From an optimization exercise on the open Yosys and OpenROAD flow, aimed at small area, a short achievable clock period and few clock cycles per item; shortcuts taken in it are not production practice.
Function was checked by simulation only, so behaviour that the tests miss may differ from the original.

== the reference run ==
==> flow/design.v (excerpt) <==
module xtea_core (
    input  logic         clock,
    input  logic         reset_n,
    input  logic         in_valid,
    output logic         in_ready,
    input  logic         mode,
    input  logic [31:0]  data_in1,
    input  logic [31:0]  data_in2,
    input  logic [127:0] key_in,
    output logic         out_valid,
    input  logic         out_ready,
    output logic [31:0]  data_out1,
    output logic [31:0]  data_out2,
    output logic         busy
);
Size in the first run: about 1600 cells after synthesis, ~240 flip-flops, about 0.016 mm² of cells after synthesis.
==> flow/config.mk <==
export PLATFORM = sky130hd
export DESIGN_NAME = xtea_core
export DESIGN_NICKNAME = xtea_core
export VERILOG_FILES = /design/flow/design.v
export SDC_FILE = /design/flow/constraint.sdc
export NUM_CORES = 4
export LEC_CHECK = 0
export CAP_MARGIN = 20
export CORE_MARGIN = 2
export CORE_UTILIZATION = 40
export SLEW_MARGIN = 20
==> flow/constraint.sdc <==
create_clock -name core_clock -period 12.0 [get_ports {clock}]
set_input_delay 2.4000 -clock core_clock [delete_from_list [all_inputs] [get_ports {clock}]]
set_output_delay 2.4000 -clock core_clock [all_outputs]
set_load 0.01 [all_outputs]
standard.sh (not shown) runs the stock make flow with config.mk's settings and CLKGATE_MAP_FILE= SYNTH_SCRIPT=/design/flow/synth_recipe.tcl, a recipe that flattens the netlist after the stock synthesis.
==> flow/flow/run.sh <==
#!/bin/bash
# Layout flow: the standard flow (standard.sh: the standard synthesis, floorplan, place,
# CTS, route, finish) with the ports buffered by the smallest buffer cell instead of the delay
# buffer buffer_ports picks by default. Each ORFS step logs to orfs/logs/; the whole make
# output goes to flow.log in this folder.
set -euo pipefail
export BUFFER_PORTS_ARGS="-buffer_cell sky130_fd_sc_hd__buf_1"
bash standard.sh > flow.log 2>&1
The reference run ended with every stage complete and zero timing, DRC or antenna violations.
Testbench counts of the reference run, summed over its fixed seeds: cycles 25,352, items 384.
diff inputs: the reference run => the trial run
==> flow/flow/run.sh <==
#!/bin/bash
# Layout flow: the standard flow (standard.sh: the standard synthesis, floorplan, place,
# CTS, route, finish) with two changes: the ports are buffered by the smallest buffer cell
# instead of the delay buffer buffer_ports picks by default, and clock tree synthesis adds no
# dummy loads. Each ORFS step logs to orfs/logs/; the whole make output goes to flow.log here.
set -euo pipefail
export BUFFER_PORTS_ARGS="-buffer_cell sky130_fd_sc_hd__buf_1"
export CTS_ARGS="-sink_clustering_enable -repair_clock_nets -dont_use_dummy_load -buf_list {sky130_fd_sc_hd__clkbuf_8}"
export SETUP_SLACK_MARGIN=6.5
bash standard.sh > flow.log 2>&1
[summary]
Looking at buffers plus inverters on the worst setup path across the reference run and the trial run, the one that comes out higher is the trial run. Number of ordinary and repair buffers in the finished layout, the reference run and the trial run, higher one = the trial run.

* * *

job 9645:
xtea_core, a different RTL version from the one above (not shown whole).
For scale: ~1600 cells after synthesis, about 260 I/O pins, ~15000 um^2 of cells after synthesis.
clock: 12.0 ns
lec_check: 0
cap_margin: 20
core_margin: 2
core_utilization: 40
slew_margin: 20
==> flow/flow/run.sh <==
#!/bin/bash
# Layout flow: the standard flow with these changes:
# - synthesis: the standard flow's synthesis script (flow/synth.tcl) with ABC mapping by flow/map.abc,
#   run into syn/; its netlist is then handed to the standard flow as SYNTH_NETLIST_FILES;
# - the ports are buffered by the smallest buffer cell (buf_1);
# - clock tree synthesis adds no dummy loads and uses clkbuf_8;
# - timing repair aims at a setup slack of SETUP_SLACK_MARGIN;
# - the port buffers of in_ready and out_ready are upsized after global placement (flow/ports.tcl).
# Logs: synth.log (synthesis make output), flow.log (the standard flow's make output), and
# ORFS's per-step logs under syn/logs and orfs/logs.
set -euo pipefail
here=$(pwd)
export FLOW_ABC_SCRIPT=$here/flow/map.abc
make -C "$FLOW_HOME" DESIGN_CONFIG="$here/config.mk" WORK_HOME="$here/syn" CLKGATE_MAP_FILE= \
  SYNTH_SCRIPT="$here/flow/synth.tcl" synth > synth.log 2>&1
export SYNTH_NETLIST_FILES=$here/syn/results/$FLOW_PLATFORM/xtea_core/base/1_2_yosys.v
export BUFFER_PORTS_ARGS="-buffer_cell sky130_fd_sc_hd__buf_1"
export CTS_ARGS="-sink_clustering_enable -repair_clock_nets -dont_use_dummy_load -buf_list {sky130_fd_sc_hd__clkbuf_8} -sink_clustering_size 14 -sink_clustering_max_diameter 80"
export SETUP_SLACK_MARGIN=7.0
export POST_GLOBAL_PLACE_TCL=$here/flow/ports.tcl
bash standard.sh > flow.log 2>&1
==> flow/flow/ports.tcl <==
# Run after global placement (POST_GLOBAL_PLACE_TCL): the ports on the combinational path from
# out_ready to in_ready get a stronger port buffer than the buf_1 every other port has.
foreach {port cell} {in_ready sky130_fd_sc_hd__buf_4 out_ready sky130_fd_sc_hd__buf_2} {
  foreach pin [get_pins -of_objects [get_nets $port]] {
    set inst [get_cells -of_objects $pin]
    if {[get_property $inst ref_name] eq "sky130_fd_sc_hd__buf_1"} {
      puts "ports.tcl: [get_property $inst full_name] -> $cell"
      replace_cell $inst $cell
    }
  }
}
Other scripts of this flow, unchanged in this note and not shown: flow/flow/map.abc, flow/flow/synth.tcl
Both conditions hold for job 9645: the flow ran to the end and the final layout passed the timing, design-rule and antenna checks.
Testbench counts of job 9645, summed over its fixed seeds: cycles 25,352, items 384.
The inputs of job 4927 differ from those of job 9645 as listed below.
==> flow/flow/run.sh <==
#!/bin/bash
# Layout flow: the standard flow with these changes:
# - synthesis: the standard flow's synthesis script (flow/synth.tcl) with ABC mapping by flow/map.abc,
#   run into syn/; its netlist is then handed to the standard flow as SYNTH_NETLIST_FILES;
# - the ports are buffered by the smallest buffer cell (buf_1);
# - clock tree synthesis adds no dummy loads and uses clkbuf_8;
# - timing repair aims at a setup slack of SETUP_SLACK_MARGIN.
# Logs: synth.log (synthesis make output), flow.log (the standard flow's make output), and
# ORFS's per-step logs under syn/logs and orfs/logs.
set -euo pipefail
here=$(pwd)
export FLOW_ABC_SCRIPT=$here/flow/map.abc
make -C "$FLOW_HOME" DESIGN_CONFIG="$here/config.mk" WORK_HOME="$here/syn" CLKGATE_MAP_FILE= \
  SYNTH_SCRIPT="$here/flow/synth.tcl" synth > synth.log 2>&1
export SYNTH_NETLIST_FILES=$here/syn/results/$FLOW_PLATFORM/xtea_core/base/1_2_yosys.v
export BUFFER_PORTS_ARGS="-buffer_cell sky130_fd_sc_hd__buf_1"
export CTS_ARGS="-sink_clustering_enable -repair_clock_nets -dont_use_dummy_load -buf_list {sky130_fd_sc_hd__clkbuf_8} -sink_clustering_size 14 -sink_clustering_max_diameter 80"
export SETUP_SLACK_MARGIN=6.8
bash standard.sh > flow.log 2>&1
removed: flow/flow/ports.tcl
--- outcome ---
- Max first-iteration DRC count across job 4927 and job 9645: job 4927
- Against job 9645, job 4927 comes in 8.9 ps lower on post-layout minimum cycle time.
- Job 4927 against job 9645: final standard cell area without fillers lower, average via count per standard cell has decreased, initial antenna violation count now sits at about the same level.
- There was hardly any difference in maximum single-stage delay on the critical path between job 4927 and job 9645.
- Per the comparison of job 4927 with job 9645, filler-free cell count of the finished design now sits lower.
- Per the comparison of job 4927 with job 9645, register-to-register slack decreased 140 ps, count of sequential standard cells roughly the same.
- On worst setup timing slack at the placement stage, job 9645 beats job 4927.
Inputs modified between job 4927 and job 2883:
-- flow/flow/run.sh --
<<< job 4927, line 15
export SYNTH_NETLIST_FILES=$here/syn/results/$FLOW_PLATFORM/xtea_core/base/1_2_yosys.v
export BUFFER_PORTS_ARGS="-buffer_cell sky130_fd_sc_hd__buf_1"
export CTS_ARGS="-sink_clustering_enable -repair_clock_nets -dont_use_dummy_load -buf_list {sky130_fd_sc_hd__clkbuf_8} -sink_clustering_size 14 -sink_clustering_max_diameter 80"
export SETUP_SLACK_MARGIN=6.8
bash standard.sh > flow.log 2>&1
>>> job 2883, line 15
export SYNTH_NETLIST_FILES=$here/syn/results/$FLOW_PLATFORM/xtea_core/base/1_2_yosys.v
export BUFFER_PORTS_ARGS="-buffer_cell sky130_fd_sc_hd__buf_1"
export CTS_ARGS="-sink_clustering_enable -repair_clock_nets -dont_use_dummy_load -buf_list {sky130_fd_sc_hd__clkbuf_8}"
export SETUP_SLACK_MARGIN=6.8
bash standard.sh > flow.log 2>&1
- Looking at the reports, job 2883 completed the entire flow and the layout it produced met the timing, design-rule and antenna checks.
- On number of sequential storage elements, job 2883 and job 4927 are neck and neck.
- Number of detailed-routing iterations run before antenna repair, job 2883 and job 4927, lower one = job 4927.
- Layout overhead on the synthesized area on job 2883 is up relative to job 4927.
- When job 2883 is measured against job 4927, its clock-pin slew reported for the worst setup and hold paths after clock tree synthesis turns out 30 ps lower.
- The top achievable clock speed was comparable across job 2883 and job 4927.
- Side by side, routed wire length turned out higher in job 2883 than in job 4927.

[afterwards: timing with drivers on the ports]
Ports are ideal in the flow. The routed layouts listed here were re-timed in OpenROAD. Step 1: set_driving_cell puts a clkbuf_16 on clock and a buf_2 on each other input, an assumption about the parent block. Step 2 times the ports against the registers' clock, not the clock port: input delays grow and output delays shrink by t, the midpoint of the rising clock arrivals with the driver on. Slacks: no drivers / after step 1 / after step 2; pairs: no drivers / after step 1.
| run | t (ns) | setup slack, ns | worst setup path after step 2 | clock arrival spread, ns |
|---|---|---|---|---|
| the reference run | 0.603 | 6.205 / 6.205 / 6.205 | register to register | 0.024 / 0.025 |
| the trial run | 0.598 | 6.729 / 6.702 / 6.702 | input to output | 0.040 / 0.040 |
| job 9645 | 0.595 | 6.868 / 6.829 / 6.398 | input to register | 0.037 / 0.037 |
| job 4927 | 0.601 | 6.877 / 6.854 / 6.854 | input to output | 0.032 / 0.031 |
| job 2883 | 0.592 | 6.876 / 6.854 / 6.854 | input to output | 0.096 / 0.097 |
After both steps setup and hold are still met in every run listed. For job 9645, which loses most, drivers alone change the setup slack by -0.039 ns; drivers and shift together by -0.470 ns.
